From an optimization exercise on the open Yosys and OpenROAD flow, aimed at small area; shortcuts taken in it are not production practice.
RTL that was checked went through simulation tests only; none was proved equivalent to the original.
For run 5, only the layout was checked, not whether the RTL still works.
Power figures rest on the tool's default switching activity, not on a simulated workload.

===== design.v =====
`timescale 1ns / 1ps
module flash_download_sequencer (
   input  logic        clock,
   input  logic        reset,
   input  logic        csr_valid,
   output logic        csr_ready,
   input  logic [2:0]  csr_index,
   input  logic [31:0] csr_data,
   input  logic        req_tvalid,
   output logic        req_tready,
   input  logic [31:0] req_tdata,   
   input  logic [10:0] req_tuser,   
   output logic        rsp_tvalid,
   input  logic        rsp_tready,
   output logic [71:0] rsp_tdata,
   output logic [2:0]  rsp_tuser    
);
   localparam logic [2:0] C_PROG    = 3'd0;
   localparam logic [2:0] C_UNL_OK  = 3'd1;
   localparam logic [2:0] C_UNL_BAD = 3'd2;
   localparam logic [2:0] C_SIZE    = 3'd3;
   localparam logic [2:0] C_XFER    = 3'd4;
   localparam logic [2:0] C_EXIT    = 3'd5;
   localparam logic [2:0] C_UNK     = 3'd6;
   localparam logic [2:0] S_IDLE = 3'd0;
   localparam logic [2:0] S_PROG = 3'd1;
   localparam logic [2:0] S_UNLK = 3'd2;
   localparam logic [2:0] S_DONE = 3'd3;
   localparam logic [2:0] S_EXIT = 3'd4;
   localparam logic [2:0] S_SZ0  = 3'd6;
   localparam logic [2:0] S_SZ1  = 3'd7;
   logic [10:0] program_id, unlock_id, size_id, transfer_id, exit_id;
   logic [31:0] unlock_key, image_base;
   assign csr_ready = 1'b1;
   logic [31:0] cdata;
   logic [6:0]  cwe;
   assign cdata = csr_data & {32{~reset}};
   always_comb begin
      for (int i = 0; i < 7; i++) cwe[i] = reset | (csr_valid & (csr_index == 3'(i)));
   end
   always_ff @(posedge clock) begin
      if (cwe[0]) program_id  <= {cdata[10:1], cdata[0] | reset};
      if (cwe[1]) unlock_id   <= {cdata[10:2], cdata[1] | reset, cdata[0]};
      if (cwe[2]) size_id     <= {cdata[10:2], cdata[1] | reset, cdata[0] | reset};
      if (cwe[3]) transfer_id <= {cdata[10:3], cdata[2] | reset, cdata[1:0]};
      if (cwe[4]) exit_id     <= {cdata[10:3], cdata[2] | reset, cdata[1], cdata[0] | reset};
      if (cwe[5]) unlock_key  <= cdata;
      if (cwe[6]) image_base  <= cdata;
   end
   logic [2:0] push_code;
   always_comb begin
      if (req_tuser == program_id)       push_code = C_PROG;
      else if (req_tuser == unlock_id)   push_code = (req_tdata == unlock_key) ? C_UNL_OK
                                                                               : C_UNL_BAD;
      else if (req_tuser == size_id)     push_code = C_SIZE;
      else if (req_tuser == transfer_id) push_code = C_XFER;
      else if (req_tuser == exit_id)     push_code = C_EXIT;
      else                               push_code = C_UNK;
   end
   logic [31:0] q_data [4];
   logic [2:0]  q_code [4];
   logic [1:0]  wr_ptr, rd_ptr;
   logic        q_full;
   logic        q_empty;
   logic        push, pop;
   assign q_empty    = (wr_ptr == rd_ptr) & ~q_full;
   assign req_tready = ~q_full;
   assign push       = req_tvalid & ~q_full;
   always_ff @(posedge clock) begin
      if (reset) begin
         wr_ptr <= '0;
         rd_ptr <= '0;
         q_full <= 1'b0;
      end else begin
         if (push) wr_ptr <= wr_ptr + 2'd1;
         if (pop)  rd_ptr <= rd_ptr + 2'd1;
         if (push & ~pop)      q_full <= (wr_ptr + 2'd1 == rd_ptr);
         else if (pop & ~push) q_full <= 1'b0;
      end
   end
   always_ff @(posedge clock) begin
      if (push) begin
         q_data[wr_ptr] <= req_tdata;
         q_code[wr_ptr] <= push_code;
      end
   end
   logic [31:0] h_data;
   logic [2:0]  h_code;
   assign h_data = q_data[rd_ptr];
   assign h_code = q_code[rd_ptr];
   logic [2:0]  stage;
   logic [31:0] addr;        
   logic [7:0]  wip;         
   logic [29:0] rem_q;       
   logic        rem_nz;      
   logic        r_valid;
   logic        r_neg, r_none, r_wv, r_commit, r_launch;
   logic [31:0] r_data;
   logic        exec;
   logic        sized;
   logic        last;
   assign exec  = ~q_empty & (~r_valid | rsp_tready);
   assign pop   = exec;
   assign sized = (stage[2:1] == 2'b11);
   assign last  = (rem_q == 30'd0) | ((rem_q == 30'd1) & ~rem_nz);
   always_ff @(posedge clock) begin
      if (reset) begin
         stage   <= S_IDLE;
         r_valid <= 1'b0;
      end else begin
         if (exec | rsp_tready) r_valid <= exec;
         if (exec) begin
            case (h_code)
               C_PROG:    stage <= (stage == S_IDLE) ? S_PROG : S_IDLE;
               C_UNL_OK:  stage <= (stage == S_PROG) ? S_UNLK : S_IDLE;
               C_UNL_BAD: stage <= S_IDLE;
               C_SIZE:    if (stage == S_UNLK) stage <= S_SZ0;
               C_XFER:    if (sized) stage <= last ? S_DONE : S_SZ1;
               C_EXIT:    if (stage == S_DONE) stage <= S_EXIT;
               default: ;
            endcase
         end
      end
   end
   always_ff @(posedge clock) begin
      if (exec) begin
         r_neg    <= 1'b1;
         r_none   <= 1'b0;
         r_wv     <= 1'b0;
         r_commit <= 1'b0;
         r_launch <= 1'b0;
         case (h_code)
            C_PROG: begin
               if (stage == S_IDLE) begin
                  r_neg <= 1'b0;
                  addr  <= image_base;
                  wip   <= '0;
               end
            end
            C_UNL_OK: begin
               if (stage == S_PROG) r_neg <= 1'b0;
            end
            C_SIZE: begin
               if (stage == S_UNLK) begin
                  r_neg  <= 1'b0;
                  rem_q  <= h_data[31:2];
                  rem_nz <= |h_data[1:0];
               end
            end
            C_XFER: begin
               if (sized) begin
                  r_neg    <= 1'b0;
                  r_wv     <= 1'b1;
                  r_data   <= h_data;
                  r_commit <= &wip;
                  addr     <= addr + {29'd0, stage[0], 2'b00};
                  wip      <= wip + 8'd1;
                  rem_q    <= rem_q - 30'd1;
               end
            end
            C_EXIT: begin
               if (stage == S_DONE) begin
                  r_neg    <= 1'b0;
                  r_launch <= 1'b1;
               end
            end
            C_UNL_BAD: ;
            default: begin
               r_neg  <= 1'b0;
               r_none <= 1'b1;
            end
         endcase
      end
   end
   assign rsp_tvalid = r_valid;
   assign rsp_tdata  = {6'b0, r_launch, r_commit,
                        r_data & {32{r_wv}}, addr & {32{r_wv}}};
   assign rsp_tuser  = {r_wv, r_none, r_neg};
endmodule

===== flow/run.sh =====
#!/bin/bash
# Standard ORFS layout with two changes: the port buffers use the smallest
# buffer cell, and clock tree synthesis inserts no dummy loads and uses
# clkbuf_8 with larger sink clusters.
set -euo pipefail
export BUFFER_PORTS_ARGS="-buffer_cell sky130_fd_sc_hd__buf_1"
export CTS_ARGS="-sink_clustering_enable -repair_clock_nets -dont_use_dummy_load -buf_list sky130_fd_sc_hd__clkbuf_8 -sink_clustering_size 20 -sink_clustering_max_diameter 60"
bash standard.sh > standard_flow.log 2>&1

===== standard.sh =====
#!/bin/bash
# synth_recipe.tcl (not shown) runs the flow's synth.tcl, then flattens the netlist and writes it again
# the make line also repeats each setting of config.mk as NAME=value (left out here)
make -C /OpenROAD-flow-scripts/flow DESIGN_CONFIG=/design/flow/config.mk WORK_HOME=/design/flow/orfs CLKGATE_MAP_FILE= SYNTH_SCRIPT=/design/flow/synth_recipe.tcl "${@:-finish}"

===== config.mk =====
export PLATFORM = sky130hd
export DESIGN_NAME = flash_download_sequencer
export DESIGN_NICKNAME = flash_download_sequencer
export VERILOG_FILES = /design/flow/design.v
export SDC_FILE = /design/flow/constraint.sdc
export NUM_CORES = 4
export LEC_CHECK = 0
export CAP_MARGIN = 20
export CORE_MARGIN = 2
export CORE_UTILIZATION = 40
export SLEW_MARGIN = 20

===== constraint.sdc =====
create_clock -name core_clock -period 4.0 [get_ports {clock}]
set_input_delay 0.8000 -clock core_clock [delete_from_list [all_inputs] [get_ports {clock}]]
set_output_delay 0.8000 -clock core_clock [all_outputs]
set_load 0.01 [all_outputs]

==> results of run 1 <==
==> stage by stage <==
stage	hold slack, ns	instances	total power, mW	instance area, µm²
after floorplan	0.491	1127	6.28	16400
after global placement	0.494	1768	6.97	17500
after detailed placement	0.498	1768	7.02	17500
final	0.480	1801	8.72	17900
after global routing	0.451	1800	9.16	17900
after CTS	0.444	1798	8.81	17900
==> path summary, 6_finish.rpt <==
check	cells past startpoint	slack [ns]	startpoint	endpoint
max	5	1.12	rem_q[9]	rem_q[29]
min	2	0.48	image_base[15]	addr[15]
max reg2reg	5	1.12	rem_q[9]	rem_q[29]
min reg2reg	2	0.48	image_base[15]	addr[15]
==> cells by family after synthesis <==
logic type | share of synthesized area (%)
simple gates | 12.5
buf+inv | 2.01
xor+xnor | 7.77
other cells | 0.0460
mux | 4.95
fa+ha+maj | 0.843
flops | 68.8
compound gates | 3.05
==> power by group through the flow <==
stage          sequential, mW  combinational, mW  clock, mW
2_1_floorplan            4.94               1.34          0
3_3_place_gp             5.03               1.94          0
3_5_place_dp             5.04               1.98          0
4_1_cts                  4.95               1.98       1.88
5_1_grt                  4.94               2.21       2.02
6_report                 4.91               1.99       1.83
==> layout make-up <==
class | instances | area share, %
diodes | 2 | 0.0279
clock buffers | 30 | 2.30
multi-input cells | 674 | 26.9
repair buffers | 174 | 4.20
inverters | 11 | 0.230
well taps | 532 | 3.71
flip-flops and latches | 378 | 62.6
==> worst max-delay path, delay by kind of cell (launching register included) <==
kind	cells	cell delay, ns
AO/OA/AOI/OAI	1	0.17
flip-flops	1	0.45
AND/OR/NAND/NOR	4	2.11
==> metal layers <==
metal  wire length, µm  GRT usage (%)  up-vias
li1                  -              -     4378
met2             17500           28.1      278
met1             17400           25.7     4602
met4               514           3.37        6
met5                47              0        -
met3              1990           2.41       43
==> flip-flops by register name, indices dropped and copies added (netlist names), 12 cells and up, named ones only <==
signal / cells
r_data: 32
rem_q: 30
q_code: 12
addr: 32
unlock_key: 32
q_data: 128
image_base: 32
==> placed cells by master, fill, tap and decap left out, types with 2 or more instances in the layout <==
cell	count
edfxtp_1	367
buf_1	152
nand2_1	89
xnor2_1	81
and2_1	73
xor2_1	64
o21ai_0	56
nor2_1	47
nor2b_1	36
mux4_2	35
nand3_1	32
clkbuf_8	30
nand4_1	26
nor4_1	19
buf_4	19
nor3_1	17
ha_1	11
inv_1	10
a31oi_1	10
dfxtp_1	10
or4_1	9
or2_2	8
or3_1	7
and3_1	7
conb_1	7
a21oi_1	6
and4_1	5
nand2b_1	3
o31ai_1	3
a211oi_1	3
o211ai_1	3
diode_2	2
or4_4	2
nand3b_1	2
mux2i_1	2
nor3_4	2
==> metrics.md, run 1 <==
| Metric | Value |
|---|---|
| Status | `finished clean` |
| CTS tree | `done` |
| H-tree lvl count | `1` |
| Register area | `0.0112 mm²` |
| Minimum period implied by the final worst setup slack | `approximately 2.9 ns` |
| Clock Skew | `roughly 0.061 ns` |
| Tot GR Track Use | `17.5%` |
| Setup tns final | `0 ns` |
| Area of the multi-input gates | `between 0.004 and 0.005 mm²` |
| CP Launch Type | `register` |
| Setup Fix Bufs, Post-CTS | `0` |
| Mapped cell area | `0.0163 mm²` |
| Clock power share | `20.9%` |
| Sequential share of the synthesized area | `68.8%` |
| Die X | `slightly above 200 µm` |
| DRC violations left | `0` |
| Die ar. | `~0.042 mm²` |
| DR vias | `roughly 9300` |
| First-pass GRT wire length | `between 50000 and 60000 µm` |
| Final hold violation count | `0` |
| Initial Utilization | `40.3%` |
| Placer's final routability congestion estimate | `a little under 0.8` |
| Number of CTS-inserted buffers | `30` |
| Drt first pass iters | `5` |
| Largest cells by area after synthesis | `edfxtp_1 67%, mux4_2 4.8%, xnor2_1 4.3%` |
| Number of synthesized flops with an enable pin | `between 300 and 400` |
| Power per cell area | `a little under 500 mW/mm²` |
| Crit path largest cell delay | `around 0.68 ns` |
| Row count | `74` |
| Most frequent cell after synthesis | `edfxtp_1` |
| WS Path Type | `reg -> reg` |
| WL/cell | `between 20 and 25 µm` |
| Area delta synth->final | `9.87%` |
| Clk buf depth | `3` |
| Synth cell types | `between 40 and 50` |
| Fraction of layout cells with a size suffix above 1 | `between 8 and 9%` |
| Synthesized area per cell | `roughly 15 µm²` |
| Worst setup margin | `~1.1 ns` |
| CTS resizes | `0` |
| Flop pwr share | `56.3%` |
| Internal | `approximately 6.2 mW` |
| Worst-path fanout max | `9` |
| Worst Path Required | `approximately 4.4 ns` |
| Peak supply drop | `between 0.2 and 0.3 mV` |
| Worst-Skew Late Latency | `~0.61 ns` |
| Worst hold path type | `reg -> reg` |
| Initial antenna violation count | `4` |
| Num ports | `about 160` |
| Tcrit/Tclk final | `72.0%` |
| CTS root buf | `clkbuf_8` |
| Clock transition at path regs | `between 0.1 and 0.15 ns` |
| Synth Instances | `~1100` |
| Synth Register Bits | `about 380` |
| DRT antenna net count | `0` |
| Starting DRT DRC Count | `between 800 and 900` |
| CTS sink count | `about 380` |
| IO buf count | `between 150 and 200` |
| Slowest CP cell | `or4_1` |
| Post-synth top cells | `367 x edfxtp_1, 90 x nand2_1, 81 x xnor2_1, 73 x and2_1, 64 x xor2_1` |
| Tightest Pin Transition | `~0.87 ns` |
| Biggest area consumer among synthesized cells | `edfxtp_1` |
| Logic gate share of total power | `between 20% and 30%` |
| Hold-fix buffers, CTS | `0` |
| Synth top area share | `between 60 and 70%` |
| Peak Freq | `approximately 350 MHz` |
| Maxcap violations | `0` |
| Post-layout util | `44.3%` |
| Post-synth top flop | `edfxtp_1` |
| Die Ht | `206 µm` |
| Via density | `approximately 5.2` |
| Place WS | `0.881 ns` |
| Core box area | `0.0406 mm²` |
| Fillers | `approximately 3700` |
| HPWL after DPL | `25700 µm` |
| Final setup fails | `0` |
| Worst slew margin | `between 40% and 50%` |
| Post-synthesis async set-or-reset flop share | `0%` |
| Switching share of total power | `between 20 and 30%` |
| Critical Path End Type | `register` |
| Total grt overflow | `0` |
| Slew Viols, Final | `0` |
| RSZ-0062 raised after global routing | `no` |
| Pin count of the biggest net entering global routing | `69` |
| Yosys warning count | `1` |
| Switching Power | `2.53 mW` |
| Most common cell on crit path | `or4_4` |
| Vias in the first global route | `around 9000` |
| Final-stage net count | `approximately 1400` |
| CP Data Arrival Time | `3.31 ns` |
| Drt total wl | `~37000 µm` |
| Pleak | `5.65 nW` |
| Worst path cell trace | `or4_4 -> or4_4 -> or4_1 -> or3_1 -> a31oi_1` |
==> inputs of run 2 (changes only) <==
==> flow/run.sh (replaced) <==
#!/bin/bash
# Standard ORFS layout with two changes: the port buffers use the smallest
# buffer cell, and clock tree synthesis inserts no dummy loads and uses
# clkbuf_8 with larger sink clusters.
set -euo pipefail
export BUFFER_PORTS_ARGS="-buffer_cell sky130_fd_sc_hd__buf_1"
export CTS_ARGS="-sink_clustering_enable -repair_clock_nets -dont_use_dummy_load -buf_list sky130_fd_sc_hd__clkbuf_16 -sink_clustering_size 30 -sink_clustering_max_diameter 60"
bash standard.sh > standard_flow.log 2>&1
--- a/config.mk
+++ b/config.mk
@@ -7,5 +7,6 @@
 export LEC_CHECK = 0
 export CAP_MARGIN = 20
 export CORE_MARGIN = 2
-export CORE_UTILIZATION = 40
+export CORE_UTILIZATION = 65
+export PLACE_DENSITY = 0.75
 export SLEW_MARGIN = 20
==> run 2 against run 1 <==
  * Non-clock buffer count shrank 2
  * Utilization grew 27 points
  * Global-route usage grew 9.3 points
  * Final cell count shrank 12%
  * First-iteration DRC count grew 18%
  * Critical path type unchanged
  * Critical endpoint is now rem_q[18]
  * Highest routed layer is now met4
==> metrics.md, run 2 <==
| Metric | Value |
|---|---|
| RR Startpoint | `rem_q[8] (was rem_q[9])` |
| Vias in the first global route | `9006 (was 9048)` |
| Placer's final routability congestion estimate | `0.854 (was 0.787)` |
| Pleak | `5.70 nW (was 5.65 nW)` |
| Hold slack | `0.505 ns (was 0.480 ns)` |
| First-pass GRT wire length | `52600 µm (was 55500 µm)` |
| Num ports | `161 (unchanged)` |
| Largest cells by area after synthesis | `edfxtp_1 67%, mux4_2 4.8%, xnor2_1 4.3% (unchanged)` |
| Placement Cell Area | `0.0172 mm² (was 0.0175 mm²)` |
| Mapped cell area | `0.0163 mm² (unchanged)` |
| DRC violations left | `0 (unchanged)` |
| IO buf count | `153 (unchanged)` |
| Clock power share | `24.0% (was 20.9%)` |
| N_diodes | `0 (was 2)` |
| Worst hold path type | `reg -> reg (unchanged)` |
| Worst Path Required | `4.36 ns (was 4.43 ns)` |
| Internal | `6.53 mW (was 6.20 mW)` |
| Tot GR Track Use | `26.9% (was 17.5%)` |
| Drt total wl | `35000 µm (was 37400 µm)` |
| Peak supply drop | `0.369 mV (was 0.292 mV)` |
| Minimum period implied by the final worst setup slack | `3.05 ns (was 2.88 ns)` |
| CP Data Arrival Time | `3.41 ns (was 3.31 ns)` |
| Post-layout util | `71.6% (was 44.3%)` |
| Synth Register Bits | `378 (unchanged)` |
| DR vias | `9488 (was 9307)` |
| HPWL after DPL | `24800 µm (was 25700 µm)` |
| Pin count of the biggest net entering global routing | `45 (was 69)` |
| Register area | `0.0112 mm² (unchanged)` |
| Fraction of layout cells with a size suffix above 1 | `7.39% (was 8.05%)` |
| Setup Fix Bufs, Post-CTS | `0 (unchanged)` |
| Largest register by flop count | `q_data (unchanged)` |
| CTS sink count | `378 (unchanged)` |
| Row count | `58 (was 74)` |
| Final setup fails | `0 (unchanged)` |
| Worst-Skew Late Latency | `0.54 ns (was 0.61 ns)` |
| RSZ-0062 raised after global routing | `no (unchanged)` |
| Worst setup margin | `0.951 ns (was 1.12 ns)` |
| Worst slew margin | `40.4% (was 41.3%)` |
| Clock transition at path regs | `0.10 ns (was 0.12 ns)` |
| Maxcap violations | `0 (unchanged)` |
| Clk buf depth | `3 (unchanged)` |
| Hold Crit Start | `image_base[16] (was image_base[15])` |
| WL/cell | `22.0 µm (was 20.8 µm)` |
| Post-synthesis async set-or-reset flop share | `0% (unchanged)` |
| Post-synth top cells | `367 x edfxtp_1, 90 x nand2_1, 81 x xnor2_1, 73 x and2_1, 64 x xor2_1 (unchanged)` |
| Number of CTS-inserted buffers | `23 (was 30)` |
| Via density | `5.97 (was 5.17)` |
| Final-stage net count | `1354 (was 1363)` |
| Synth Instances | `1122 (unchanged)` |
| DRT antenna net count | `0 (unchanged)` |
| Worst reg-to-reg path cell count | `5 (unchanged)` |
| CTS resizes | `0 (unchanged)` |
| Power per cell area | `507 mW/mm² (was 486 mW/mm²)` |
| Worst r2r dst | `rem_q[18] (was rem_q[29])` |
| Status | `finished clean (unchanged)` |
| Synth top area share | `67.5% (unchanged)` |
| CTS tree | `done (unchanged)` |
| Biggest area consumer among synthesized cells | `edfxtp_1 (unchanged)` |
| Tightest Pin Transition | `0.887 ns (was 0.874 ns)` |
| Setup tns final | `0 ns (unchanged)` |
| Synthesized area per cell | `14.6 µm² (unchanged)` |
| Flop pwr share | `54.7% (was 56.3%)` |
| Yosys warning count | `1 (unchanged)` |
| Clock Skew | `0.0409 ns (was 0.0610 ns)` |
| Area of the multi-input gates | `0.00483 mm² (unchanged)` |
| Critical Path End Type | `register (unchanged)` |
| R2R setup slack | `0.95 ns (was 1.12 ns)` |
| Switching Power | `2.51 mW (was 2.53 mW)` |
| Fin area | `0.0178 mm² (was 0.0179 mm²)` |
| H-tree lvl count | `1 (unchanged)` |
| Hold Path Sink | `addr[16] (was addr[15])` |
| Largest register FFs | `128 (unchanged)` |
| Die Ht | `163 µm (was 206 µm)` |
| Die X | `163 µm (was 206 µm)` |
| Tcrit/Tclk final | `76.2% (was 72.0%)` |
| Worst-path fanout max | `9 (unchanged)` |
| Total chip power | `9.04 mW (was 8.72 mW)` |
| Slew Viols, Final | `0 (unchanged)` |
| Placed Instances | `1565 (was 1768)` |
| Drt first pass iters | `5 (unchanged)` |
| CP Launch Type | `register (unchanged)` |
| Peak Freq | `328 MHz (was 347 MHz)` |
| Logic gate share of total power | `21.3% (was 22.8%)` |
| Core box area | `0.0249 mm² (was 0.0406 mm²)` |
| Most frequent cell after synthesis | `edfxtp_1 (unchanged)` |
| Total grt overflow | `0 (unchanged)` |
| WS Path Type | `reg -> reg (unchanged)` |
| Final hold violation count | `0 (unchanged)` |
| Fillers | `1658 (was 3706)` |
| Place WS | `1.01 ns (was 0.881 ns)` |
| Area delta synth->final | `9.07% (was 9.87%)` |
| Die ar. | `0.0264 mm² (was 0.0425 mm²)` |
| Post-synth top flop | `edfxtp_1 (unchanged)` |
| Starting DRT DRC Count | `980 (was 832)` |
| Commonest non-fill, non-tap cell in the layout | `edfxtp_1 (unchanged)` |
| Sequential share of the synthesized area | `68.8% (unchanged)` |
| Synth cell types | `43 (unchanged)` |
| Initial antenna violation count | `0 (was 4)` |
| Hold-fix buffers, CTS | `0 (unchanged)` |
| Worst hold stages | `2 (unchanged)` |
| Number of synthesized flops with an enable pin | `367 (unchanged)` |
| CTS root buf | `clkbuf_16 (was clkbuf_8)` |
| Initial Utilization | `65.6% (was 40.3%)` |
| Final std cells w/o fill | `1588 (was 1801)` |
| Most frequent cells in the layout | `367 x edfxtp_1, 152 x buf_1, 89 x nand2_1 (unchanged)` |
| Switching share of total power | `27.7% (was 29.0%)` |
run 2: how the worst max path moves through the flow:
stage | start | endpoint | cells past startpoint
after floorplan | register | r_data[0] | 8
after global placement | req_tdata[13] | q_code[0][0] | 6
after detailed placement | rem_q[9] | rem_q[22] | 5
after CTS | r_wv | rsp_tdata[21] | 3
after global routing | rem_q[9] | rem_q[18] | 5
final | rem_q[8] | rem_q[18] | 5
run 2: power by group through the flow:
stage	clock network, mW	logic (mW)	registers (mW)
6_report	2.17	1.92	4.95
5_1_grt	2.33	2.11	4.97
4_1_cts	2.20	1.93	4.95
3_5_place_dp	0	1.92	5.03
3_3_place_gp	0	1.88	5.02
2_1_floorplan	0	1.34	4.94
run 2: kinds of logic (layout without fill, tap and decap cells):
family | Yosys count | after routing | share of synthesized area [%]
AND/OR/NAND/NOR | 386 | 386 | 12.5
flip-flops | 378 | 378 | 68.8
XOR/XNOR | 145 | 145 | 7.77
AO/OA/AOI/OAI | 88 | 88 | 3.05
buffers and inverters | 75 | 206 | 2.01
multiplexers | 37 | 37 | 4.95
adder cells (fa/ha/maj) | 11 | 11 | 0.843
other | 2 | 7 | 0.0460
run 2: layer usage:
| metal | part of all wire [%] | vias up | GRT usage [%] | wire length (µm) |
|---|---|---|---|---|
| li1 | - | 4363 | - | - |
| met1 | 43 | 4669 | 40.9 | 15000 |
| met2 | 48 | 415 | 42.9 | 16700 |
| met3 | 7.7 | 41 | 3.62 | 2680 |
| met4 | 1.8 | 0 | 5.23 | 613 |
| met5 | 0 | - | 0 | 0 |
run 2: critical path, stage by stage, from the launching register on:
cell      delay (ns)
edfxtp_1        0.47
or4_4           0.58
nor4_1          0.66
nand3_1         0.44
or4_1           0.51
a31oi_1         0.22
run 2: final cells by class:
class | count | share of cell area (%)
sequential | 378 | 63.1
multi-input combinational | 674 | 27.1
timing repair buffer | 172 | 4.03
clock buffer | 23 | 3.23
tap | 330 | 2.32
inverter | 11 | 0.232
==> inputs of run 3 (changes only) <==
==> run.sh (new file) <==
#!/bin/bash
# synth_recipe.tcl (not shown) runs the flow's synth.tcl, then flattens the netlist and writes it again
# the make line also repeats each setting of config.mk as NAME=value (left out here)
make -C /OpenROAD-flow-scripts/flow DESIGN_CONFIG=/design/flow/config.mk WORK_HOME=/design/flow/orfs CLKGATE_MAP_FILE= SYNTH_SCRIPT=/design/flow/synth_recipe.tcl finish
--- a/config.mk
+++ b/config.mk
@@ -7,6 +7,8 @@
 export LEC_CHECK = 0
 export CAP_MARGIN = 20
 export CORE_MARGIN = 2
-export CORE_UTILIZATION = 65
-export PLACE_DENSITY = 0.75
+export CORE_UTILIZATION = 40
+export CTS_BUF_LIST = sky130_fd_sc_hd__clkbuf_8
+export CTS_CLUSTER_DIAMETER = 60
+export CTS_CLUSTER_SIZE = 20
 export SLEW_MARGIN = 20
removed: flow/run.sh
removed: standard.sh
==> run 3 against run 2 <==
  * Still clean on timing, DRC and antenna
  * Count of clock-buffer cells in the layout increased by 5
  * Combinational power increased by 16%
  * Non-clock buffer count unchanged
  * Via count decreased by 0.46%
  * Clock power decreased by 3%
  * Die area increased by 61%
  * Critical path depth increased by 1
  * Sequential power decreased by 0.8%
  * Largest cell class unchanged
==> metrics.md, run 3 <==
| Metric | Value |
|---|---|
| Status | `finished clean (unchanged)` |
| Clock transition at path regs | `0.12 ns (was 0.10 ns)` |
| CP Data Arrival Time | `3.29 ns (was 3.41 ns)` |
| Number of synthesized flops with an enable pin | `367 (unchanged)` |
| Die ar. | `0.0425 mm² (was 0.0264 mm²)` |
| Commonest non-fill, non-tap cell in the layout | `edfxtp_1 (unchanged)` |
| Setup Fix Bufs, Post-CTS | `0 (unchanged)` |
| Final-stage net count | `1358 (was 1354)` |
| Starting DRT DRC Count | `788 (was 980)` |
| Internal | `6.56 mW (was 6.53 mW)` |
| Flop pwr share | `53.1% (was 54.7%)` |
| Synth Register Bits | `378 (unchanged)` |
| CP Launch Type | `register (unchanged)` |
| Power per cell area | `486 mW/mm² (was 507 mW/mm²)` |
| Total grt overflow | `0 (unchanged)` |
| Final std cells w/o fill | `1815 (was 1588)` |
| Maxcap violations | `0 (unchanged)` |
| R2R setup slack | `0.96 ns (was 0.95 ns)` |
| Worst-Skew Late Latency | `0.60 ns (was 0.54 ns)` |
| Pin count of the biggest net entering global routing | `70 (was 45)` |
| Sequential share of the synthesized area | `68.8% (unchanged)` |
| N_diodes | `0 (unchanged)` |
| Worst-path fanout max | `39 (was 9)` |
| WL/cell | `20.6 µm (was 22.0 µm)` |
| Row count | `74 (was 58)` |
| IO buf count | `153 (unchanged)` |
| Clock power share | `22.7% (was 24.0%)` |
| H-tree lvl count | `1 (unchanged)` |
| Post-synth top flop | `edfxtp_1 (unchanged)` |
| Tcrit/Tclk final | `76.0% (was 76.2%)` |
| RSZ-0062 raised after global routing | `no (unchanged)` |
| Core box area | `0.0406 mm² (was 0.0249 mm²)` |
| CTS root buf | `clkbuf_8 (was clkbuf_16)` |
| WS Path Type | `reg -> reg (unchanged)` |
| Switching share of total power | `29.0% (was 27.7%)` |
| Drt first pass iters | `5 (unchanged)` |
| Largest cells by area after synthesis | `edfxtp_1 67%, mux4_2 4.8%, xnor2_1 4.3% (unchanged)` |
| Die X | `206 µm (was 163 µm)` |
| Area delta synth->final | `16.5% (was 9.07%)` |
| Most frequent cell after synthesis | `edfxtp_1 (unchanged)` |
| Peak supply drop | `0.262 mV (was 0.369 mV)` |
| Mapped cell area | `0.0163 mm² (unchanged)` |
| Post-synth top cells | `367 x edfxtp_1, 90 x nand2_1, 81 x xnor2_1, 73 x and2_1, 64 x xor2_1 (unchanged)` |
| Fin area | `0.0190 mm² (was 0.0178 mm²)` |
| Final hold violation count | `0 (unchanged)` |
| Placement Cell Area | `0.0185 mm² (was 0.0172 mm²)` |
| Die Ht | `206 µm (was 163 µm)` |
| Hold-fix buffers, CTS | `0 (unchanged)` |
| First-pass GRT wire length | `56200 µm (was 52600 µm)` |
| Clk buf depth | `3 (unchanged)` |
| DRC violations left | `0 (unchanged)` |
| Fraction of layout cells with a size suffix above 1 | `8.89% (was 7.39%)` |
| Initial Utilization | `40.3% (was 65.6%)` |
| Worst slew margin | `38.2% (was 40.4%)` |
| Setup tns final | `0 ns (unchanged)` |
| Worst r2r dst | `addr[23] (was rem_q[18])` |
| Most frequent cells in the layout | `367 x edfxtp_1, 152 x clkdlybuf4s50_1, 89 x nand2_1 (was 367 x edfxtp_1, 152 x buf_1, 89 x nand2_1)` |
| Num ports | `161 (unchanged)` |
| Via density | `5.20 (was 5.97)` |
| Vias in the first global route | `9014 (was 9006)` |
| Synth Instances | `1122 (unchanged)` |
| Worst reg-to-reg path cell count | `6 (was 5)` |
| Yosys warning count | `1 (unchanged)` |
| Post-synthesis async set-or-reset flop share | `0% (unchanged)` |
| DRT antenna net count | `0 (unchanged)` |
| Number of CTS-inserted buffers | `27 (was 23)` |
| CTS sink count | `378 (unchanged)` |
| Placed Instances | `1767 (was 1565)` |
| Slew Viols, Final | `0 (unchanged)` |
| Drt total wl | `37400 µm (was 35000 µm)` |
| Tightest Pin Transition | `0.925 ns (was 0.887 ns)` |
| Largest register FFs | `128 (unchanged)` |
| Initial antenna violation count | `4 (was 0)` |
| Pleak | `6.11 nW (was 5.70 nW)` |
| Critical Path End Type | `register (unchanged)` |
| Biggest area consumer among synthesized cells | `edfxtp_1 (unchanged)` |
| Worst Path Required | `4.24 ns (was 4.36 ns)` |
| Logic gate share of total power | `24.1% (was 21.3%)` |
| Synth top area share | `67.5% (unchanged)` |
| DR vias | `9444 (was 9488)` |
| Switching Power | `2.68 mW (was 2.51 mW)` |
| Placer's final routability congestion estimate | `0.806 (was 0.854)` |
| Largest register by flop count | `q_data (unchanged)` |
| Synthesized area per cell | `14.6 µm² (unchanged)` |
| Hold Crit Start | `image_base[7] (was image_base[16])` |
| Minimum period implied by the final worst setup slack | `3.04 ns (was 3.05 ns)` |
| CTS tree | `done (unchanged)` |
| Synth cell types | `43 (unchanged)` |
| Clock Skew | `0.0174 ns (was 0.0409 ns)` |
| HPWL after DPL | `25600 µm (was 24800 µm)` |
| Hold Path Sink | `addr[7] (was addr[16])` |
| Peak Freq | `329 MHz (was 328 MHz)` |
| Tot GR Track Use | `17.6% (was 26.9%)` |
| Worst hold path type | `reg -> reg (unchanged)` |
| Final setup fails | `0 (unchanged)` |
| Worst hold stages | `2 (unchanged)` |
| CTS resizes | `0 (unchanged)` |
-- run 3: power groups by stage --
stage | clock (mW) | combinational (mW) | sequential [mW]
floorplan | 0 | 1.34 | 4.94
global placement | 0 | 2.24 | 5.00
detailed placement | 0 | 2.27 | 5.01
CTS | 2.16 | 2.28 | 4.92
global route | 2.30 | 2.45 | 4.95
finish | 2.10 | 2.23 | 4.91
-- run 3: per-stage QoR --
stage	hold WS (ns)	setup WS (ns)	util (%)	power, mW
2_1_floorplan	0.491	0.148	-	6.28
3_3_place_gp	0.495	0.596	45.5	7.24
3_5_place_dp	0.507	0.436	45.5	7.28
4_1_cts	0.528	0.878	46.9	9.36
5_1_grt	0.558	0.747	46.9	9.70
6_report	0.527	0.959	46.9	9.24
-- run 3: cells by family (layout without fill, tap and decap cells) --
kind of cell | count (synthesis) | after routing | share of synthesized area [%]
multiplexers | 37 | 37 | 4.95
AO/OA/AOI/OAI | 88 | 88 | 3.05
other | 2 | 7 | 0.0460
adder cells (fa/ha/maj) | 11 | 11 | 0.843
AND/OR/NAND/NOR | 386 | 386 | 12.5
XOR/XNOR | 145 | 145 | 7.77
flip-flops | 378 | 378 | 68.8
buffers and inverters | 75 | 231 | 2.01
-- run 3: critical path: stages (launching register included) --
cell	delay, ns
dfxtp_1	0.65
buf_4	0.50
mux4_2	0.54
nor2_1	0.21
nand2_1	0.11
a21oi_4	0.13
buf_4	0.49
-- run 3: worst max path at each step --
stage | endpoint | slack [ns]
floorplan | r_data[0] | 0.15
CTS | rsp_tdata[2] | 0.88
global route | addr[30] | 0.75
global placement | q_code[2][0] | 0.60
finish | addr[23] | 0.96
detailed placement | q_code[1][0] | 0.44
-- run 3: layout make-up --
cell class | instances | area, µm²
fill | 3589 | 21500
clock inverter | 20 | 179
multi-input combinational | 674 | 4830
timing repair buffer | 172 | 1680
tap | 532 | 666
sequential | 378 | 11200
inverter | 11 | 41.3
clock buffer | 28 | 385
-- run 3: per-layer routing --
metal  vias up  GRT usage, %  routed length [µm]
li1       4401             -                   -
met1      4686          27.1               17600
met2       308          27.2               17200
met3        43          2.07                2020
met4         6          3.19                 508
met5         -             0                  44
==> inputs of run 4 (changes only) <==
--- a/config.mk
+++ b/config.mk
@@ -8,7 +8,7 @@
 export CAP_MARGIN = 20
 export CORE_MARGIN = 2
 export CORE_UTILIZATION = 40
-export CTS_BUF_LIST = sky130_fd_sc_hd__clkbuf_8
-export CTS_CLUSTER_DIAMETER = 60
-export CTS_CLUSTER_SIZE = 20
+export CTS_BUF_LIST = sky130_fd_sc_hd__clkbuf_4
+export CTS_CLUSTER_DIAMETER = 40
+export CTS_CLUSTER_SIZE = 12
 export SLEW_MARGIN = 20
==> run 4 against run 3 <==
  * Utilization grew 0.37 points
  * Critical path depth shrank 3
  * Combinational power about the same
  * Non-clock buffer count unchanged
  * Cell area increased by 0.80%
  * Die area did not move
  * Power is 3.3% higher
  * Sequential share of layout area decreased by 0.47 points
  * Critical endpoint is now rsp_tdata[2]
==> metrics.md, run 4 <==
| Metric | Value |
|---|---|
| Fraction of the mapped netlist area in simple logic gates | `12.5% (unchanged)` |
| Row count | `74 (unchanged)` |
| Synth Area in XOR/XNOR | `7.77% (unchanged)` |
| Starting DRT DRC Count | `853 (was 788)` |
| Hold slack | `0.516 ns (was 0.527 ns)` |
| Final-stage net count | `1380 (was 1358)` |
| Die X | `206 µm (unchanged)` |
| Worst hold path type | `reg -> reg (unchanged)` |
| Worst-path fanout max | `65 (was 39)` |
| Switching Power | `2.79 mW (was 2.68 mW)` |
| Worst hold stages | `2 (unchanged)` |
| Largest family of logic cells by synthesized area | `simple AND/OR/NAND/NOR gates (unchanged)` |
| IO buf count | `153 (unchanged)` |
| Number of synthesized flops with an enable pin | `367 (unchanged)` |
| Die ar. | `0.0425 mm² (unchanged)` |
| R2R setup slack | `0.96 ns (about the same)` |
| Maxcap violations | `0 (unchanged)` |
| Clock transition at path regs | `0.12 ns (about the same)` |
| Sequential share of the synthesized area | `68.8% (unchanged)` |
| Initial Utilization | `40.3% (unchanged)` |
| Biggest area consumer among synthesized cells | `edfxtp_1 (unchanged)` |
| WS Path Type | `reg -> out (was reg -> reg)` |
| Clock power share | `25.2% (was 22.7%)` |
| Slowest CP cell | `clkdlybuf4s50_1 (was dfxtp_1)` |
| Synth top area share | `67.5% (unchanged)` |
| Number of CTS-inserted buffers | `49 (was 27)` |
| Flop pwr share | `51.4% (was 53.1%)` |
| Setup Fix Bufs, Post-CTS | `0 (unchanged)` |
| Yosys warning count | `1 (unchanged)` |
| Synth Area in Adders | `0.843% (unchanged)` |
| Setup tns final | `0 ns (unchanged)` |
| Most frequent cells in the layout | `367 x edfxtp_1, 152 x clkdlybuf4s50_1, 89 x nand2_1 (unchanged)` |
| Largest register FFs | `128 (unchanged)` |
| Worst-Skew Late Latency | `0.74 ns (was 0.60 ns)` |
| Via density | `5.18 (was 5.20)` |
| Power per cell area | `498 mW/mm² (was 486 mW/mm²)` |
| Crit path max-delay family | `buffers and inverters (unchanged)` |
| DRC violations left | `0 (unchanged)` |
| Largest cells by area after synthesis | `edfxtp_1 67%, mux4_2 4.8%, xnor2_1 4.3% (unchanged)` |
| Worst slew margin | `41.1% (was 38.2%)` |
| Commonest non-fill, non-tap cell in the layout | `edfxtp_1 (unchanged)` |
| Synth Instances | `1122 (unchanged)` |
| CTS root buf | `clkbuf_4 (was clkbuf_8)` |
| Global route hottest layer | `met2 (unchanged)` |
| Initial antenna violation count | `5 (was 4)` |
| Post-synth top flop | `edfxtp_1 (unchanged)` |
| CTS tree | `done (unchanged)` |
| CP Data Arrival Time | `2.31 ns (was 3.29 ns)` |
| Worst r2r dst | `addr[30] (was addr[23])` |
| Clk buf depth | `3 (unchanged)` |
| DRT antenna net count | `0 (unchanged)` |
| Logic gate share of total power | `23.4% (was 24.1%)` |
| Minimum period implied by the final worst setup slack | `3.11 ns (was 3.04 ns)` |
| Switching share of total power | `29.3% (was 29.0%)` |
| Pin count of the biggest net entering global routing | `70 (unchanged)` |
| Hold Crit Start | `image_base[3] (was image_base[7])` |
| Pleak | `6.21 nW (was 6.11 nW)` |
| Compound-Gate Fraction of Synth Area | `3.05% (unchanged)` |
| Hold-fix buffers, CTS | `0 (unchanged)` |
| Clock Skew | `0.0510 ns (was 0.0174 ns)` |
| First-pass GRT wire length | `57100 µm (was 56200 µm)` |
| Tcrit/Tclk final | `77.6% (was 76.0%)` |
| WL/cell | `20.4 µm (was 20.6 µm)` |
| Post-synth top cells | `367 x edfxtp_1, 90 x nand2_1, 81 x xnor2_1, 73 x and2_1, 64 x xor2_1 (unchanged)` |
| Final hold violation count | `0 (unchanged)` |
| Die Ht | `206 µm (unchanged)` |
| Met2 global-route usage | `27.7% (was 27.2%)` |
| Met1 Usage GRT | `26.8% (was 27.1%)` |
| Crit path largest cell delay | `0.55 ns (was 0.65 ns)` |
| Drt first pass iters | `7 (was 5)` |
| RSZ-0062 raised after global routing | `no (unchanged)` |
| Worst reg-to-reg path cell count | `6 (unchanged)` |
| Final setup fails | `0 (unchanged)` |
| H-tree lvl count | `2 (was 1)` |
| Peak supply drop | `0.245 mV (was 0.262 mV)` |
| Mapped cell area | `0.0163 mm² (unchanged)` |
| Tot GR Track Use | `18.0% (was 17.6%)` |
| GR Util met3 | `3.03% (was 2.07%)` |
| Post-synthesis async set-or-reset flop share | `0% (unchanged)` |
| CP bufs+invs | `2 (unchanged)` |
| Num ports | `161 (unchanged)` |
| Synth cell types | `43 (unchanged)` |
| Most frequent cell after synthesis | `edfxtp_1 (unchanged)` |
| Drt total wl | `37800 µm (was 37400 µm)` |
| Slew Viols, Final | `0 (unchanged)` |
| Fraction of layout cells with a size suffix above 1 | `11.3% (was 8.89%)` |
| CTS sink count | `378 (unchanged)` |
| Total grt overflow | `0 (unchanged)` |
| DR vias | `9598 (was 9444)` |
| Tightest Pin Transition | `0.882 ns (was 0.925 ns)` |
| Vias in the first global route | `9264 (was 9014)` |
| Area delta synth->final | `17.4% (was 16.5%)` |
| CP Launch Type | `register (unchanged)` |
| Core box area | `0.0406 mm² (unchanged)` |
| Crit path launch | `r_wv` |
| Largest register by flop count | `q_data (unchanged)` |
| Worst path cell trace | `buf_4 -> and2_1 -> clkdlybuf4s50_1 (was buf_4 -> mux4_2 -> nor2_1 -> nand2_1 -> a21oi_4 -> buf_4)` |
| Peak Freq | `322 MHz (was 329 MHz)` |
| Worst Path Required | `3.20 ns (was 4.24 ns)` |
| CTS resizes | `0 (unchanged)` |
| Hold Path Sink | `addr[3] (was addr[7])` |
| Status | `finished clean (unchanged)` |
| Placer's final routability congestion estimate | `0.806 (unchanged)` |
| HPWL after DPL | `25600 µm (unchanged)` |
| Synth Register Bits | `378 (unchanged)` |
| Critical Path End Type | `output port (was register)` |
| Internal | `6.76 mW (was 6.56 mW)` |
| Synthesized area per cell | `14.6 µm² (unchanged)` |
| Mux cell area share after synthesis | `4.95% (unchanged)` |
-- run 4: cell counts after synthesis --
No cell type changed its count.
-- run 4: per-stage QoR --
| stage | utilization (%) | instances | cell area, µm² | power, mW | worst slack [ns] |
|---|---|---|---|---|---|
| floorplan | - | 1127 | 16400 | 6.28 | 0.148 |
| CTS | 47.3 | 1853 | 19200 | 9.69 | 0.769 |
| global placement | 45.5 | 1767 | 18500 | 7.24 | 0.596 |
| detailed placement | 45.5 | 1767 | 18500 | 7.28 | 0.436 |
| global route | 47.3 | 1854 | 19200 | 10.0 | 0.675 |
| finish | 47.3 | 1854 | 19200 | 9.55 | 0.894 |
-- run 4: cell families (layout without fill, tap and decap cells) --
logic type,count (synthesis),in the layout
simple gates,386,386
fa+ha+maj,11,11
other cells,2,8
compound gates,88,88
mux,37,37
buf+inv,75,269
flops,378,378
xor+xnor,145,145
-- run 4: power by group through the flow --
stage	Combinational [mW]	Clock, mW	Sequential [mW]
final	2.23	2.41	4.91
after global routing	2.45	2.65	4.94
after CTS	2.28	2.49	4.92
after detailed placement	2.27	0	5.01
after global placement	2.24	0	5.00
after floorplan	1.34	0	4.94
-- run 4: worst register-to-register path, cell delays in order (launching register included) --
cell and delay (ns):
dfxtp_1 0.64, buf_4 0.50, mux4_2 0.55, nor2_1 0.21
nand2_1 0.11, a21oi_4 0.13, buf_4 0.48
-- run 4: how the worst max path moves through the flow --
stage,endpoint,slack (ns),cells past startpoint
after CTS,rsp_tdata[2],0.77,3
after global routing,rsp_tdata[2],0.67,3
after global placement,q_code[2][0],0.60,6
final,rsp_tdata[2],0.89,3
after floorplan,r_data[0],0.15,8
after detailed placement,q_code[1][0],0.44,6
-- run 4: layout make-up --
type | count | area (µm²)
well taps | 532 | 666
diodes | 1 | 2.50
multi-input cells | 674 | 4830
clock buffers | 53 | 398
clock inverters | 33 | 315
inverters | 11 | 41.3
fillers | 3602 | 21400
flip-flops and latches | 378 | 11200
repair buffers | 172 | 1680
-- run 4: per-layer routing --
layer  vias up  routed length [µm]
met4         6                 618
met5         -                  44
met3        50                2200
met2       320               17400
li1       4479                   -
met1      4743               17500
==> inputs of run 5 (changes only) <==
--- a/design.v
+++ b/design.v
@@ -32,20 +32,27 @@
    logic [10:0] program_id, unlock_id, size_id, transfer_id, exit_id;
    logic [31:0] unlock_key, image_base;
    assign csr_ready = 1'b1;
-   logic [31:0] cdata;
-   logic [6:0]  cwe;
-   assign cdata = csr_data & {32{~reset}};
-   always_comb begin
-      for (int i = 0; i < 7; i++) cwe[i] = reset | (csr_valid & (csr_index == 3'(i)));
-   end
    always_ff @(posedge clock) begin
-      if (cwe[0]) program_id  <= {cdata[10:1], cdata[0] | reset};
-      if (cwe[1]) unlock_id   <= {cdata[10:2], cdata[1] | reset, cdata[0]};
-      if (cwe[2]) size_id     <= {cdata[10:2], cdata[1] | reset, cdata[0] | reset};
-      if (cwe[3]) transfer_id <= {cdata[10:3], cdata[2] | reset, cdata[1:0]};
-      if (cwe[4]) exit_id     <= {cdata[10:3], cdata[2] | reset, cdata[1], cdata[0] | reset};
-      if (cwe[5]) unlock_key  <= cdata;
-      if (cwe[6]) image_base  <= cdata;
+      if (reset) begin
+         program_id  <= 11'd1;
+         unlock_id   <= 11'd2;
+         size_id     <= 11'd3;
+         transfer_id <= 11'd4;
+         exit_id     <= 11'd5;
+         unlock_key  <= '0;
+         image_base  <= '0;
+      end else if (csr_valid) begin
+         case (csr_index)
+            3'd0: program_id  <= csr_data[10:0];
+            3'd1: unlock_id   <= csr_data[10:0];
+            3'd2: size_id     <= csr_data[10:0];
+            3'd3: transfer_id <= csr_data[10:0];
+            3'd4: exit_id     <= csr_data[10:0];
+            3'd5: unlock_key  <= csr_data;
+            3'd6: image_base  <= csr_data;
+            default: ;
+         endcase
+      end
    end
    logic [2:0] push_code;
    always_comb begin
--- a/config.mk
+++ b/config.mk
@@ -8,7 +8,4 @@
 export CAP_MARGIN = 20
 export CORE_MARGIN = 2
 export CORE_UTILIZATION = 40
-export CTS_BUF_LIST = sky130_fd_sc_hd__clkbuf_4
-export CTS_CLUSTER_DIAMETER = 40
-export CTS_CLUSTER_SIZE = 12
 export SLEW_MARGIN = 20
==> run 5 against run 4 <==
  * Routed wire length increased by 15%
  * Clock power increased by 53%
  * Utilization increased by 0.92 points
  * Still clean on timing, DRC and antenna
  * Die area increased by 2.8%
==> metrics.md, run 5 <==
| Metric | Value |
|---|---|
| Peak supply drop | `0.276 mV (was 0.245 mV)` |
| Total grt overflow | `0 (unchanged)` |
| Clk buf depth | `3 (unchanged)` |
| Row count | `75 (was 74)` |
| Status | `finished clean (unchanged)` |
| Most frequent cell after synthesis | `nand2_1 (was edfxtp_1)` |
| Worst setup margin | `0.824 ns (was 0.894 ns)` |
| Maxcap violations | `0 (unchanged)` |
| Core box area | `0.0417 mm² (was 0.0406 mm²)` |
| Number of CTS-inserted buffers | `41 (was 49)` |
| Synth top area share | `44.3% (was 67.5%)` |
| Via density | `5.21 (was 5.18)` |
| Synth Register Bits | `378 (unchanged)` |
| Post-synth top cells | `332 x nand2_1, 248 x edfxtp_1, 130 x dfxtp_1, 122 x a21oi_1, 84 x xnor2_1 (was 367 x edfxtp_1, 90 x nand2_1, 81 x xnor2_1, 73 x and2_1, 64 x xor2_1)` |
| Setup tns final | `0 ns (unchanged)` |
| DRC violations left | `0 (unchanged)` |
| Critical Path End Type | `output port (unchanged)` |
| Starting DRT DRC Count | `806 (was 853)` |
| H-tree lvl count | `2 (unchanged)` |
| Drt total wl | `43600 µm (was 37800 µm)` |
| Tcrit/Tclk final | `79.4% (was 77.6%)` |
| Tightest Pin Transition | `0.973 ns (was 0.882 ns)` |
| Die ar. | `0.0437 mm² (was 0.0425 mm²)` |
| Area of the multi-input gates | `0.00629 mm² (was 0.00483 mm²)` |
| Pin count of the biggest net entering global routing | `69 (was 70)` |
| Synth Instances | `1503 (was 1122)` |
| Post-synthesis async set-or-reset flop share | `0% (unchanged)` |
| GR Util met3 | `4.16% (was 3.03%)` |
| Largest register FFs | `128 (unchanged)` |
| Die Ht | `209 µm (was 206 µm)` |
| Placement Cell Area | `0.0188 mm² (was 0.0185 mm²)` |
| IO buf count | `153 (unchanged)` |
| Met2 global-route usage | `33.9% (was 27.7%)` |
| Worst hold path type | `reg -> reg (unchanged)` |
| Vias in the first global route | `11244 (was 9264)` |
| Fin area | `0.0201 mm² (was 0.0192 mm²)` |
| Pleak | `6.55 nW (was 6.21 nW)` |
| Fraction of layout cells with a size suffix above 1 | `8.20% (was 11.3%)` |
| Worst Path Required | `3.20 ns (about the same)` |
| Largest register by flop count | `q_data (unchanged)` |
| Synthesized area per cell | `11.2 µm² (was 14.6 µm²)` |
| Fillers | `3786 (was 3602)` |
| Met1 Usage GRT | `25.5% (was 26.8%)` |
| RSZ-0062 raised after global routing | `no (unchanged)` |
| Clock transition at path regs | `0.06 ns (was 0.12 ns)` |
| Largest cells by area after synthesis | `edfxtp_1 44%, dfxtp_1 15%, nand2_1 7.4% (was edfxtp_1 67%, mux4_2 4.8%, xnor2_1 4.3%)` |
| Power per cell area | `521 mW/mm² (was 498 mW/mm²)` |
| Number of synthesized flops with an enable pin | `248 (was 367)` |
| Commonest non-fill, non-tap cell in the layout | `nand2_1 (was edfxtp_1)` |
| WS Path Type | `reg -> out (unchanged)` |
| Setup Fix Bufs, Post-CTS | `0 (unchanged)` |
| Drt first pass iters | `5 (was 7)` |
| DR vias | `11457 (was 9598)` |
| Worst-Skew Late Latency | `0.55 ns (was 0.74 ns)` |
| First-pass GRT wire length | `66300 µm (was 57100 µm)` |
| Post-synth top flop | `edfxtp_1 (unchanged)` |
| Biggest area consumer among synthesized cells | `edfxtp_1 (unchanged)` |
| Num ports | `161 (unchanged)` |
| Global route hottest layer | `met2 (unchanged)` |
| Worst slew margin | `34.7% (was 41.1%)` |
| Tot GR Track Use | `19.9% (was 18.0%)` |
| Place WS | `0.710 ns (was 0.436 ns)` |
| Final setup fails | `0 (unchanged)` |
| Final-stage net count | `1719 (was 1380)` |
| Initial Utilization | `40.3% (about the same)` |
| Yosys warning count | `1 (unchanged)` |
| Initial antenna violation count | `11 (was 5)` |
| CTS sink count | `378 (unchanged)` |
| Minimum period implied by the final worst setup slack | `3.18 ns (was 3.11 ns)` |
| Area delta synth->final | `19.6% (was 17.4%)` |
| WL/cell | `19.8 µm (was 20.4 µm)` |
| Die X | `209 µm (was 206 µm)` |
| CP Launch Type | `register (unchanged)` |
| Sequential share of the synthesized area | `59.8% (was 68.8%)` |
| DRT antenna net count | `0 (unchanged)` |
| Peak Freq | `315 MHz (was 322 MHz)` |
| CTS tree | `done (unchanged)` |
| CTS resizes | `0 (unchanged)` |
| Placer's final routability congestion estimate | `0.887 (was 0.806)` |
| Worst-path fanout max | `52 (was 65)` |
| Slew Viols, Final | `0 (unchanged)` |
| Mapped cell area | `0.0168 mm² (was 0.0163 mm²)` |
| CTS root buf | `clkbuf_16 (was clkbuf_4)` |
| Most frequent cells in the layout | `332 x nand2_1, 248 x edfxtp_1, 152 x clkdlybuf4s50_1 (was 367 x edfxtp_1, 152 x clkdlybuf4s50_1, 89 x nand2_1)` |
| HPWL after DPL | `30500 µm (was 25600 µm)` |
| Clock Skew | `0.0245 ns (was 0.0510 ns)` |
| Post-layout util | `48.2% (was 47.3%)` |
| Final hold violation count | `0 (unchanged)` |
| Hold-fix buffers, CTS | `0 (unchanged)` |
| Synth cell types | `52 (was 43)` |
| CP Data Arrival Time | `2.38 ns (was 2.31 ns)` |
| Register area | `0.0101 mm² (was 0.0112 mm²)` |
==> run 5: cell count changes after synthesis, moves of 6 or more <==
cell / previous run / this run
edfxtp_1: 367 / 248
a31oi_1: 10 / 3
or4_1: 9 / 2
clkbuf_1: 47 / 74
nor2b_1: 36 / 8
nand2b_1: 3 / 9
buf_2: 1 / 11
dfxtp_1: 11 / 130
a21oi_1: 7 / 122
nand3b_1: 2 / 8
nand2_1: 90 / 332
==> run 5: final timing paths <==
check,startpoint,to,slack (ns),cells past startpoint
worst max-delay path,r_wv,rsp_tdata[35],0.82,3
worst min-delay path,image_base[11],image_base[11],0.45,2
worst max register to register,stage[0],addr[30],1.15,7
worst min register to register,image_base[11],image_base[11],0.45,2
==> run 5: per-layer routing <==
metal,up-vias,wire [µm]
li1,5489,-
met1,5630,18500
met2,242,21700
met3,82,2230
met4,14,1050
met5,-,90
==> run 5: logic make-up after synthesis <==
group,count (synthesis),share of synthesized area (%)
buf+inv,112,2.99
compound gates,200,6.31
flops,378,59.8
other cells,2,0.0447
mux,36,4.83
xor+xnor,152,7.92
simple gates,612,17.3
fa+ha+maj,11,0.819
==> run 5: cell type report <==
class | instances | area share [%]
multi-input cells | 1018 | 31.3
clock buffers | 51 | 5.61
diodes | 4 | 0.0498
well taps | 539 | 3.36
inverters | 11 | 0.206
repair buffers | 175 | 8.56
clock inverters | 25 | 0.872
flip-flops and latches | 378 | 50.0
==> run 5: where the power goes <==
group | leakage [nW] | switching (mW) | internal [mW] | total [mW]
clock network | 0.648 | 1.55 | 2.13 | 3.68
logic | 2.58 | 1.19 | 0.997 | 2.18
registers | 3.32 | 0.117 | 4.48 | 4.60
total | 6.55 | 2.85 | 7.61 | 10.5
==> run 5: worst max-delay path, cell delays in order, from the launching register on <==
cell and delay (ns):
edfxtp_1 0.56, buf_4 0.45, and2_1 0.26, clkdlybuf4s50_1 0.56
==> run 5: per-stage QoR <==
stage	hold slack (ns)	std cells	total power, mW
global placement	0.440	2121	6.87
CTS	0.454	2197	10.6
floorplan	0.432	1508	5.97
detailed placement	0.446	2121	6.90
global route	0.476	2197	10.9
finish	0.453	2201	10.5

[port drivers added, routing unchanged]
In the flow no input, the clock included, has a driving cell. The finished layouts below were timed again as built, in two steps. Step 1 (the two cells are an assumption about what drives the block):
set clk [get_ports {clock}]
set_driving_cell -lib_cell sky130_fd_sc_hd__clkbuf_16 $clk
set_driving_cell -lib_cell sky130_fd_sc_hd__buf_2 [delete_from_list [all_inputs] $clk]
Step 2 times the ports against the registers' clock, not the clock port: input delays grow and output delays shrink by t, the midpoint of the rising clock arrivals with the driver on. Three values: ideal ports, drivers, drivers and shift; two values: the first two.
| run | shift t [ns] | setup WS [ns] | worst data-port slew with drivers (ns) |
|---|---|---|---|
| run 1 | 0.629 | 1.120 / 1.120 / 0.936 | 0.09 |
| run 2 | 0.572 | 0.951 / 0.950 / 0.902 | 0.05 |
| run 3 | 0.647 | 0.959 / 0.931 / 0.437 | 0.08 |
| run 4 | 0.766 | 0.894 / 0.844 / 0.515 | 0.08 |
| run 5 | 0.593 | 0.824 / 0.766 / 0.698 | 0.11 |
After both steps setup and hold are still met in every run listed. For run 3, which loses most, drivers alone change the setup slack by -0.028 ns; drivers and shift together by -0.522 ns.
